What follows belongs to an exercise in optimizing a design on an open flow for small area and a short achievable clock period; a production flow would make more cautious choices. The RTL was checked by simulation tests, not by an equivalence proof against the original design.

==> run K <==
==> flow/design.v <==
module e_mdu_add35 #(
  parameter logic [34:0] SEC = 35'h0_2081_1111
) (
  input  logic [34:0] a,
  input  logic [34:0] b,
  input  logic        ci,
  output logic [34:0] s
);
  logic [34:0] s0;      
  logic [35:0] c;       
  logic [34:0] p;       
  logic [34:0] pa;      
  logic [35:0] si;      
  genvar j;
  generate
    for (j = 0; j < 35; j++) begin : g_bit
      logic cin;
      if (j == 0) begin : g_b0
        assign cin   = ci;
        assign p[j]  = 1'b1;
        assign si[j] = 1'b0;
      end else if (SEC[j]) begin : g_first
        assign cin   = 1'b0;
        assign p[j]  = 1'b1;
        assign si[j] = c[j] | (si[j-1] & pa[j-1]);
      end else begin : g_mid
        assign cin   = c[j];
        assign p[j]  = p[j-1] & s0[j-1];
        assign si[j] = si[j-1];
      end
      assign s0[j]  = a[j] ^ b[j] ^ cin;
      assign c[j+1] = (a[j] & b[j]) | (a[j] & cin) | (b[j] & cin);
      if (j == 0 || SEC[j]) begin : g_pa0
        assign pa[j] = s0[j];
      end else begin : g_pan
        assign pa[j] = pa[j-1] & s0[j];
      end
      assign s[j]   = s0[j] ^ (si[j] & p[j]);
    end
  endgenerate
endmodule
module e_mdu #(
  parameter int MULT_CYCLES = 5,
  parameter int DIV_CYCLES  = 10
) (
  input  logic        clk,
  input  logic        reset,
  input  logic [3:0]  E_MDUOp,
  input  logic        E_Start,
  input  logic [31:0] E_A,
  input  logic [31:0] E_B,
  input  logic        E_Req,
  output logic        E_Busy,
  output logic [31:0] E_RDHI,
  output logic [31:0] E_RDLO
);
  logic        r_busy, r_busy_o, r_last;
  logic        r_div;             
  logic        r_sgn, r_sa;
  logic [3:0]  r_cnt;
  logic [31:0] r_hi, r_lo;
  logic [31:0] r_ma;     
  logic [34:0] r_mb;     
  logic [34:0] r_acc;    
  logic w_mul, w_div, w_sgn, w_start, w_ext;
  assign w_mul   = (E_MDUOp == 4'd1) | (E_MDUOp == 4'd2);
  assign w_div   = (E_MDUOp == 4'd3) | (E_MDUOp == 4'd4);
  assign w_sgn   = (E_MDUOp == 4'd1) | (E_MDUOp == 4'd3);
  assign w_start = ~r_busy & E_Start & (w_mul | w_div) & ~E_Req;
  assign w_ext   = (E_MDUOp == 4'd3) & E_A[31];
  logic [34:0] w_mext;
  logic        w_dsign;
  assign w_dsign = r_sgn & r_ma[31];
  assign w_mext  = {{3{w_dsign}}, r_ma};
  logic [34:0] w_x [4];
  logic [34:0] w_y [4];
  logic [34:0] w_s [4];
  logic [3:0]  w_one, w_two, w_neg;
  logic [3:0]  w_abit;
  assign w_abit = {r_mb[32], r_mb[33], r_mb[34], 1'b0};
  function automatic logic [2:0] booth(input logic b2, input logic b1, input logic b0);
    booth = {b1 ^ b0, (b2 & ~b1 & ~b0) | (~b2 & b1 & b0), b2};
  endfunction
  genvar r;
  generate
    for (r = 0; r < 4; r++) begin : g_row
      if (r == 0) begin : g_r0
        logic [2:0] d;
        assign d = booth(r_mb[1], r_mb[0], r_mb[32]);
        assign w_x[r]   = r_acc;
        assign w_one[r] = r_div ? ~r_last : (r_last ? (~r_sgn & r_mb[32]) : d[2]);
        assign w_two[r] = r_div ? r_last : (~r_last & d[1]);
        assign w_neg[r] = r_div ? ~(r_acc[34] ^ w_dsign) : (~r_last & d[0]);
      end else begin : g_rn
        logic [2:0] d;
        assign d = booth(r_mb[2*r+1], r_mb[2*r], r_mb[2*r-1]);
        assign w_x[r]   = r_div ? {w_s[r-1][33:0], w_abit[r]}
                                : {{2{w_s[r-1][34]}}, w_s[r-1][34:2]};
        assign w_one[r] = r_div | (~r_last & d[2]);
        assign w_two[r] = ~r_div & ~r_last & d[1];
        assign w_neg[r] = r_div ? ~(w_s[r-1][33] ^ w_dsign) : (~r_last & d[0]);
      end
      assign w_y[r] = ((w_mext & {35{w_one[r]}}) | ({w_mext[33:0], 1'b0} & {35{w_two[r]}}))
                    ^ {35{w_neg[r]}};
      e_mdu_add35 u_add (.a(w_x[r]), .b(w_y[r]), .ci(w_neg[r]), .s(w_s[r]));
    end
  endgenerate
  logic       w_lastn;
  assign w_lastn = r_busy & (r_cnt == 4'd2);
  logic w_rz, w_cz, w_usec, w_sub;
  assign w_rz   = (r_acc[34:1] == 34'd0);
  assign w_cz   = (w_s[0][34:1] == 34'd0);
  assign w_sub  = ~(r_acc[34] ^ w_dsign);
  assign w_usec = r_sa ? ((~r_acc[34] & ~w_rz) | w_cz) : r_acc[34];
  logic [30:0] w_qinc;
  logic [31:0] w_qc;
  assign w_qc[0] = w_usec & w_sub;
  genvar q;
  generate
    for (q = 0; q < 31; q++) begin : g_qinc
      assign w_qinc[q] = r_mb[q] ^ w_qc[q];
      assign w_qc[q+1] = r_mb[q] & w_qc[q];
    end
  endgenerate
  logic w_commit;
  assign w_commit = r_busy & r_last & ~(r_div & (r_ma == 32'd0));
  always_ff @(posedge clk) begin
    if (!reset) begin
      r_busy   <= 1'b0;
      r_busy_o <= 1'b0;
    end else if (!r_busy) begin
      r_busy   <= w_start;
      r_busy_o <= w_start;
    end else if (r_last) begin
      r_busy   <= 1'b0;
      r_busy_o <= 1'b0;
    end
  end
  always_ff @(posedge clk) begin
    r_last <= w_lastn;
  end
  always_ff @(posedge clk) begin
    if (!r_busy) begin
      r_cnt   <= w_div ? 4'(DIV_CYCLES) : 4'(MULT_CYCLES);
      r_div   <= w_div;
      r_sgn   <= w_sgn;
      r_sa    <= w_ext;
      r_ma    <= E_B;
      r_mb    <= {{3{w_ext}}, E_A};
      r_acc   <= {35{w_ext}};
    end else begin
      r_cnt <= r_cnt - 4'd1;
      if (r_div) begin
        r_acc <= {w_s[3][33:0], r_mb[31]};
        r_mb  <= {r_mb[30:0], w_neg[0], w_neg[1], w_neg[2], w_neg[3]};
      end else begin
        r_acc <= {{2{w_s[3][34]}}, w_s[3][34:2]};
        r_mb  <= {r_mb[34:33], r_mb[7], w_s[3][1:0], w_s[2][1:0], w_s[1][1:0],
                  w_s[0][1:0], r_mb[31:8]};
      end
    end
  end
  always_ff @(posedge clk) begin
    if (!reset) begin
      r_hi <= '0;
      r_lo <= '0;
    end else if (!r_busy) begin
      if (!E_Req && E_MDUOp == 4'd5) r_hi <= E_A;
      if (!E_Req && E_MDUOp == 4'd6) r_lo <= E_A;
    end else if (w_commit) begin
      if (r_div) begin
        r_hi <= w_usec ? w_s[0][32:1] : r_acc[32:1];
        r_lo <= {w_qinc, ~w_usec};
      end else begin
        r_hi <= w_s[0][31:0];
        r_lo <= r_mb[31:0];
      end
    end
  end
  assign E_Busy = r_busy_o;
  assign E_RDHI = r_hi;
  assign E_RDLO = r_lo;
endmodule
==> flow/flow/run.sh <==
#!/bin/bash
set -euo pipefail
cat >> config.mk <<'EOC'
export BUFFER_PORTS_ARGS = -buffer_cell sky130_fd_sc_hd__buf_1
export SETUP_SLACK_MARGIN = 94.75
EOC
bash standard.sh > standard.log 2>&1
==> flow/standard.sh <==
#!/bin/bash
# synth_recipe.tcl (not shown) runs the flow's synth.tcl, then flattens the netlist and writes it again
# the make line also repeats each setting of config.mk as NAME=value (left out here)
make -C /OpenROAD-flow-scripts/flow DESIGN_CONFIG=/design/flow/config.mk WORK_HOME=/design/flow/orfs CLKGATE_MAP_FILE= SYNTH_SCRIPT=/design/flow/synth_recipe.tcl "${@:-finish}"
==> flow/config.mk <==
export PLATFORM = sky130hd
export DESIGN_NAME = e_mdu
export DESIGN_NICKNAME = e_mdu
export VERILOG_FILES = /design/flow/design.v
export SDC_FILE = /design/flow/constraint.sdc
export NUM_CORES = 4
export LEC_CHECK = 0
export ABC_AREA = 1
export CAP_MARGIN = 20
export CORE_MARGIN = 2
export CORE_UTILIZATION = 40
export CTS_BUF_LIST = sky130_fd_sc_hd__clkbuf_8
export CTS_CLUSTER_DIAMETER = 40
export SLEW_MARGIN = 20
export BUFFER_PORTS_ARGS = -buffer_cell sky130_fd_sc_hd__buf_1
export SETUP_SLACK_MARGIN = 94.75
==> flow/constraint.sdc <==
create_clock -name core_clock -period 120.0 [get_ports {clk}]
set_input_delay 24.0000 -clock core_clock [delete_from_list [all_inputs] [get_ports {clk}]]
set_output_delay 24.0000 -clock core_clock [all_outputs]
set_load 0.01 [all_outputs]
==> run R: changes against run K <==
==> flow/design.v, changed modules only <==
module e_mdu_add35 #(
  parameter logic [34:0] SEC = 35'h0_2040_8101
) (
  input  logic [34:0] a,
  input  logic [34:0] b,
  input  logic        ci,
  output logic [34:0] s
);
  logic [34:0] s0;      
  logic [35:0] c;       
  logic [34:0] p;       
  logic [35:0] si;      
  genvar j;
  generate
    for (j = 0; j < 35; j++) begin : g_bit
      logic cin;
      if (j == 0) begin : g_b0
        assign cin   = ci;
        assign p[j]  = 1'b1;
        assign si[j] = 1'b0;
      end else if (SEC[j]) begin : g_first
        assign cin   = 1'b0;
        assign p[j]  = 1'b1;
        assign si[j] = c[j] | (si[j-1] & p[j-1] & s0[j-1]);
      end else begin : g_mid
        assign cin   = c[j];
        assign p[j]  = p[j-1] & s0[j-1];
        assign si[j] = si[j-1];
      end
      assign s0[j]  = a[j] ^ b[j] ^ cin;
      assign c[j+1] = (a[j] & b[j]) | (a[j] & cin) | (b[j] & cin);
      assign s[j]   = s0[j] ^ (si[j] & p[j]);
    end
  endgenerate
endmodule
module e_mdu #(
  parameter int MULT_CYCLES = 5,
  parameter int DIV_CYCLES  = 10
) (
  input  logic        clk,
  input  logic        reset,
  input  logic [3:0]  E_MDUOp,
  input  logic        E_Start,
  input  logic [31:0] E_A,
  input  logic [31:0] E_B,
  input  logic        E_Req,
  output logic        E_Busy,
  output logic [31:0] E_RDHI,
  output logic [31:0] E_RDLO
);
  logic        r_busy, r_div, r_sgn, r_sa;
  logic [3:0]  r_cnt;
  logic [31:0] r_hi, r_lo;
  logic [31:0] r_ma;     
  logic [34:0] r_mb;     
  logic [34:0] r_acc;    
  logic w_mul, w_div, w_sgn, w_start, w_ext, w_last;
  assign w_mul   = (E_MDUOp == 4'd1) | (E_MDUOp == 4'd2);
  assign w_div   = (E_MDUOp == 4'd3) | (E_MDUOp == 4'd4);
  assign w_sgn   = (E_MDUOp == 4'd1) | (E_MDUOp == 4'd3);
  assign w_start = ~r_busy & E_Start & (w_mul | w_div) & ~E_Req;
  assign w_ext   = (E_MDUOp == 4'd3) & E_A[31];
  assign w_last  = (r_cnt == 4'd1);
  logic [34:0] w_mext;
  assign w_mext = {{3{r_sgn & r_ma[31]}}, r_ma};
  logic w_dsign;
  assign w_dsign = r_sgn & r_ma[31];
  logic [34:0] w_x [4];
  logic [34:0] w_y [4];
  logic [34:0] w_s [4];
  logic [3:0]  w_one, w_two, w_neg;
  logic [3:0]  w_abit;
  assign w_abit = {r_mb[32], r_mb[33], r_mb[34], 1'b0};
  genvar r;
  generate
    for (r = 0; r < 4; r++) begin : g_row
      logic b2, b1, b0;
      logic sx;
      assign b2 = r_mb[2*r+1];
      assign b1 = r_mb[2*r];
      if (r == 0) begin : g_bp0
        assign b0 = r_mb[32];
      end else begin : g_bpn
        assign b0 = r_mb[2*r-1];
      end
      if (r == 0) begin : g_x0
        assign w_x[r] = r_acc;
        assign sx = r_acc[34];
      end else begin : g_xn
        assign w_x[r] = r_div ? {w_s[r-1][33:0], w_abit[r]}
                              : {{2{w_s[r-1][34]}}, w_s[r-1][34:2]};
        assign sx = w_s[r-1][33];
      end
      assign w_one[r] = r_div ? ~(w_last & (r == 0))
                      : w_last ? ((r == 0) & ~r_sgn & r_mb[32])
                      : (b1 ^ b0);
      assign w_two[r] = r_div ? (w_last & (r == 0))
                      : ~w_last & ((b2 & ~b1 & ~b0) | (~b2 & b1 & b0));
      assign w_neg[r] = r_div ? ~(sx ^ w_dsign) : (~w_last & b2);
      assign w_y[r] = ((w_mext & {35{w_one[r]}}) | ({w_mext[33:0], 1'b0} & {35{w_two[r]}}))
                    ^ {35{w_neg[r]}};
      e_mdu_add35 u_add (.a(w_x[r]), .b(w_y[r]), .ci(w_neg[r]), .s(w_s[r]));
    end
  endgenerate
  logic w_rz, w_cz, w_usec, w_sub;
  assign w_rz   = (r_acc[34:1] == 34'd0);
  assign w_cz   = (w_s[0][34:1] == 34'd0);
  assign w_sub  = ~(r_acc[34] ^ w_dsign);
  assign w_usec = r_sa ? ((~r_acc[34] & ~w_rz) | w_cz) : r_acc[34];
  logic [30:0] w_qinc;
  assign w_qinc = r_mb[30:0] + {30'd0, w_usec & w_sub};
  logic w_commit;
  assign w_commit = r_busy & w_last & ~(r_div & (r_ma == 32'd0));
  always_ff @(posedge clk) begin
    if (!reset) r_busy <= 1'b0;
    else if (!r_busy) r_busy <= w_start;
    else if (w_last) r_busy <= 1'b0;
  end
  always_ff @(posedge clk) begin
    if (!r_busy) begin
      r_cnt <= w_div ? 4'(DIV_CYCLES) : 4'(MULT_CYCLES);
      r_div <= w_div;
      r_sgn <= w_sgn;
      r_sa  <= w_ext;
      r_ma  <= E_B;
      r_mb  <= {{3{w_ext}}, E_A};
      r_acc <= {35{w_ext}};
    end else begin
      r_cnt <= r_cnt - 4'd1;
      if (r_div) begin
        r_acc <= {w_s[3][33:0], r_mb[31]};
        r_mb  <= {r_mb[30:0], w_neg[0], w_neg[1], w_neg[2], w_neg[3]};
      end else begin
        r_acc <= {{2{w_s[3][34]}}, w_s[3][34:2]};
        r_mb  <= {r_mb[34:33], r_mb[7], w_s[3][1:0], w_s[2][1:0], w_s[1][1:0],
                  w_s[0][1:0], r_mb[31:8]};
      end
    end
  end
  always_ff @(posedge clk) begin
    if (!reset) begin
      r_hi <= '0;
      r_lo <= '0;
    end else if (!r_busy) begin
      if (!E_Req && E_MDUOp == 4'd5) r_hi <= E_A;
      if (!E_Req && E_MDUOp == 4'd6) r_lo <= E_A;
    end else if (w_commit) begin
      if (r_div) begin
        r_hi <= w_usec ? w_s[0][32:1] : r_acc[32:1];
        r_lo <= {w_qinc, ~w_usec};
      end else begin
        r_hi <= w_s[0][31:0];
        r_lo <= r_mb[31:0];
      end
    end
  end
  assign E_Busy = r_busy;
  assign E_RDHI = r_hi;
  assign E_RDLO = r_lo;
endmodule
==> flow/run.sh (new file) <==
#!/bin/bash
# synth_recipe.tcl (not shown) runs the flow's synth.tcl, then flattens the netlist and writes it again
# the make line also repeats each setting of config.mk as NAME=value (left out here)
make -C /OpenROAD-flow-scripts/flow DESIGN_CONFIG=/design/flow/config.mk WORK_HOME=/design/flow/orfs CLKGATE_MAP_FILE= SYNTH_SCRIPT=/design/flow/synth_recipe.tcl finish
- ABC_AREA: 1 -> not set
- BUFFER_PORTS_ARGS: -buffer_cell sky130_fd_sc_hd__buf_1 -> not set
- CTS_BUF_LIST: sky130_fd_sc_hd__clkbuf_8 -> not set
- CTS_CLUSTER_DIAMETER: 40 -> not set
- SETUP_SLACK_MARGIN: 94.75 -> not set
removed: flow/flow/run.sh
removed: flow/standard.sh
==> run Z: changes against run K <==
==> flow/design.v, changed modules only <==
module e_mdu_add35 #(
  parameter logic [34:0] SEC = 35'h0_0101_0421
) (
  input  logic [34:0] a,
  input  logic [34:0] b,
  input  logic        ci,
  output logic [34:0] s
);
  logic [34:0] s0;      
  logic [35:0] c;       
  logic [34:0] p;       
  logic [35:0] si;      
  genvar j;
  generate
    for (j = 0; j < 35; j++) begin : g_bit
      logic cin;
      if (j == 0) begin : g_b0
        assign cin   = ci;
        assign p[j]  = 1'b1;
        assign si[j] = 1'b0;
      end else if (SEC[j]) begin : g_first
        assign cin   = 1'b0;
        assign p[j]  = 1'b1;
        assign si[j] = c[j] | (si[j-1] & p[j-1] & s0[j-1]);
      end else begin : g_mid
        assign cin   = c[j];
        assign p[j]  = p[j-1] & s0[j-1];
        assign si[j] = si[j-1];
      end
      assign s0[j]  = a[j] ^ b[j] ^ cin;
      assign c[j+1] = (a[j] & b[j]) | (a[j] & cin) | (b[j] & cin);
      assign s[j]   = s0[j] ^ (si[j] & p[j]);
    end
  endgenerate
endmodule
module e_mdu #(
  parameter int MULT_CYCLES = 5,
  parameter int DIV_CYCLES  = 10
) (
  input  logic        clk,
  input  logic        reset,
  input  logic [3:0]  E_MDUOp,
  input  logic        E_Start,
  input  logic [31:0] E_A,
  input  logic [31:0] E_B,
  input  logic        E_Req,
  output logic        E_Busy,
  output logic [31:0] E_RDHI,
  output logic [31:0] E_RDLO
);
  logic        r_busy, r_div, r_sgn, r_sa, r_last;
  logic [3:0]  r_cnt;
  logic [31:0] r_hi, r_lo;
  logic [31:0] r_ma;     
  logic [34:0] r_mb;     
  logic [34:0] r_acc;    
  logic w_mul, w_div, w_sgn, w_start, w_ext, w_last;
  assign w_mul   = (E_MDUOp == 4'd1) | (E_MDUOp == 4'd2);
  assign w_div   = (E_MDUOp == 4'd3) | (E_MDUOp == 4'd4);
  assign w_sgn   = (E_MDUOp == 4'd1) | (E_MDUOp == 4'd3);
  assign w_start = ~r_busy & E_Start & (w_mul | w_div) & ~E_Req;
  assign w_ext   = (E_MDUOp == 4'd3) & E_A[31];
  assign w_last  = r_last;
  logic [34:0] w_mext;
  assign w_mext = {{3{r_sgn & r_ma[31]}}, r_ma};
  logic w_dsign;
  assign w_dsign = r_sgn & r_ma[31];
  logic [34:0] w_x [4];
  logic [34:0] w_y [4];
  logic [34:0] w_s [4];
  logic [3:0]  w_one, w_two, w_neg;
  logic [3:0]  w_abit;
  assign w_abit = {r_mb[32], r_mb[33], r_mb[34], 1'b0};
  genvar r;
  generate
    for (r = 0; r < 4; r++) begin : g_row
      logic b2, b1, b0;
      logic sx;
      assign b2 = r_mb[2*r+1];
      assign b1 = r_mb[2*r];
      if (r == 0) begin : g_bp0
        assign b0 = r_mb[32];
      end else begin : g_bpn
        assign b0 = r_mb[2*r-1];
      end
      if (r == 0) begin : g_x0
        assign w_x[r] = r_acc;
        assign sx = r_acc[34];
      end else begin : g_xn
        assign w_x[r] = r_div ? {w_s[r-1][33:0], w_abit[r]}
                              : {{2{w_s[r-1][34]}}, w_s[r-1][34:2]};
        assign sx = w_s[r-1][33];
      end
      assign w_one[r] = r_div ? ~(w_last & (r == 0))
                      : w_last ? ((r == 0) & ~r_sgn & r_mb[32])
                      : (b1 ^ b0);
      assign w_two[r] = r_div ? (w_last & (r == 0))
                      : ~w_last & ((b2 & ~b1 & ~b0) | (~b2 & b1 & b0));
      assign w_neg[r] = r_div ? ~(sx ^ w_dsign) : (~w_last & b2);
      assign w_y[r] = ((w_mext & {35{w_one[r]}}) | ({w_mext[33:0], 1'b0} & {35{w_two[r]}}))
                    ^ {35{w_neg[r]}};
      e_mdu_add35 u_add (.a(w_x[r]), .b(w_y[r]), .ci(w_neg[r]), .s(w_s[r]));
    end
  endgenerate
  logic w_rz, w_cz, w_usec, w_sub;
  assign w_rz   = (r_acc[34:1] == 34'd0);
  assign w_cz   = (w_s[0][34:1] == 34'd0);
  assign w_sub  = ~(r_acc[34] ^ w_dsign);
  assign w_usec = r_sa ? ((~r_acc[34] & ~w_rz) | w_cz) : r_acc[34];
  logic [30:0] w_qinc;
  logic [31:0] w_qc;
  assign w_qc[0] = w_usec & w_sub;
  genvar q;
  generate
    for (q = 0; q < 31; q++) begin : g_qinc
      assign w_qinc[q] = r_mb[q] ^ w_qc[q];
      assign w_qc[q+1] = r_mb[q] & w_qc[q];
    end
  endgenerate
  logic w_commit;
  assign w_commit = r_busy & w_last & ~(r_div & (r_ma == 32'd0));
  always_ff @(posedge clk) begin
    if (!reset) r_busy <= 1'b0;
    else if (!r_busy) r_busy <= w_start;
    else if (w_last) r_busy <= 1'b0;
  end
  always_ff @(posedge clk) begin
    r_last <= r_busy & (r_cnt == 4'd2);
  end
  always_ff @(posedge clk) begin
    if (!r_busy) begin
      r_cnt <= w_div ? 4'(DIV_CYCLES) : 4'(MULT_CYCLES);
      r_div <= w_div;
      r_sgn <= w_sgn;
      r_sa  <= w_ext;
      r_ma  <= E_B;
      r_mb  <= {{3{w_ext}}, E_A};
      r_acc <= {35{w_ext}};
    end else begin
      r_cnt <= r_cnt - 4'd1;
      if (r_div) begin
        r_acc <= {w_s[3][33:0], r_mb[31]};
        r_mb  <= {r_mb[30:0], w_neg[0], w_neg[1], w_neg[2], w_neg[3]};
      end else begin
        r_acc <= {{2{w_s[3][34]}}, w_s[3][34:2]};
        r_mb  <= {r_mb[34:33], r_mb[7], w_s[3][1:0], w_s[2][1:0], w_s[1][1:0],
                  w_s[0][1:0], r_mb[31:8]};
      end
    end
  end
  always_ff @(posedge clk) begin
    if (!reset) begin
      r_hi <= '0;
      r_lo <= '0;
    end else if (!r_busy) begin
      if (!E_Req && E_MDUOp == 4'd5) r_hi <= E_A;
      if (!E_Req && E_MDUOp == 4'd6) r_lo <= E_A;
    end else if (w_commit) begin
      if (r_div) begin
        r_hi <= w_usec ? w_s[0][32:1] : r_acc[32:1];
        r_lo <= {w_qinc, ~w_usec};
      end else begin
        r_hi <= w_s[0][31:0];
        r_lo <= r_mb[31:0];
      end
    end
  end
  assign E_Busy = r_busy;
  assign E_RDHI = r_hi;
  assign E_RDLO = r_lo;
endmodule
==> flow/run.sh (new file) <==
#!/bin/bash
# synth_recipe.tcl (not shown) runs the flow's synth.tcl, then flattens the netlist and writes it again
# the make line also repeats each setting of config.mk as NAME=value (left out here)
make -C /OpenROAD-flow-scripts/flow DESIGN_CONFIG=/design/flow/config.mk WORK_HOME=/design/flow/orfs CLKGATE_MAP_FILE= SYNTH_SCRIPT=/design/flow/synth_recipe.tcl finish
- BUFFER_PORTS_ARGS: -buffer_cell sky130_fd_sc_hd__buf_1 -> not set
- CORE_UTILIZATION: 40 -> 65
- CTS_BUF_LIST: sky130_fd_sc_hd__clkbuf_8 -> not set
- CTS_CLUSTER_DIAMETER: 40 -> not set
- PLACE_DENSITY: not set -> 0.75
- SETUP_SLACK_MARGIN: 94.75 -> not set
removed: flow/flow/run.sh
removed: flow/standard.sh
==> qor summary <==
| metric | run Z | run K | run R |
|---|---|---|---|
| Hold Crit Depth | 1 | 1 | 2 |
| Global-route wire length before repair | 82.93 mm | 85.65 mm | 93.03 mm |
| GRT Total Usage | 40.30% | 26.47% | 28.04% |
| R2R Path End | r_acc[33] | r_acc[34] | r_acc[32] |
| Worst Hold Path EP | r_last | r_last | r_lo[30] |
| Placement Rows | 58 | 74 | 75 |
| Run status | timing/DRC/antenna clean | timing/DRC/antenna clean | timing/DRC/antenna clean |
| Hold_ws | 0.4201 ns | 0.4267 ns | 0.4567 ns |
| Data buffer area share | 8.140% | 4.180% | 8.127% |
| Area used by multi-input combinational logic | 0.01116 sq mm | 0.01114 sq mm | 0.01231 sq mm |
| Number of flip-flops and latches | 175 | 176 | 174 |
| Number of non-clock inverters in the layout | 268 | 224 | 72 |
| Worst Slack Setup Final | 92.41 ns | 94.87 ns | 87.78 ns |

port drivers added, routing unchanged:
How much do the figures lean on ideal ports? The routed layouts below were timed once more, with nothing changed but the port constraints.
Step 1, drivers: a clkbuf_16 drives clk and a buf_2 each remaining input, both assumed.
Step 2 times the ports against the registers' clock, not the clock port: input delays grow and output delays shrink by t, the midpoint of the rising clock arrivals with the driver on.
Slacks: no drivers / after step 1 / after step 2; pairs: no drivers / after step 1.
run | shift t [ns] | setup slack, ns | clock arrival spread, ns | worst data-port slew with drivers (ns) | pins driven straight from the clock port
run K | 0.565 | 94.866 / 94.820 / 94.379 | 0.020 / 0.020 | 0.04 | 1
run R | 0.555 | 87.776 / 87.776 / 87.776 | 0.015 / 0.015 | 0.04 | 1
run Z | 0.500 | 92.413 / 92.413 / 92.413 | 0.024 / 0.024 | 0.06 | 1
After both steps every run listed still meets setup and hold. For run K, which loses most, drivers alone change the setup slack by -0.046 ns; drivers and shift together by -0.487 ns.
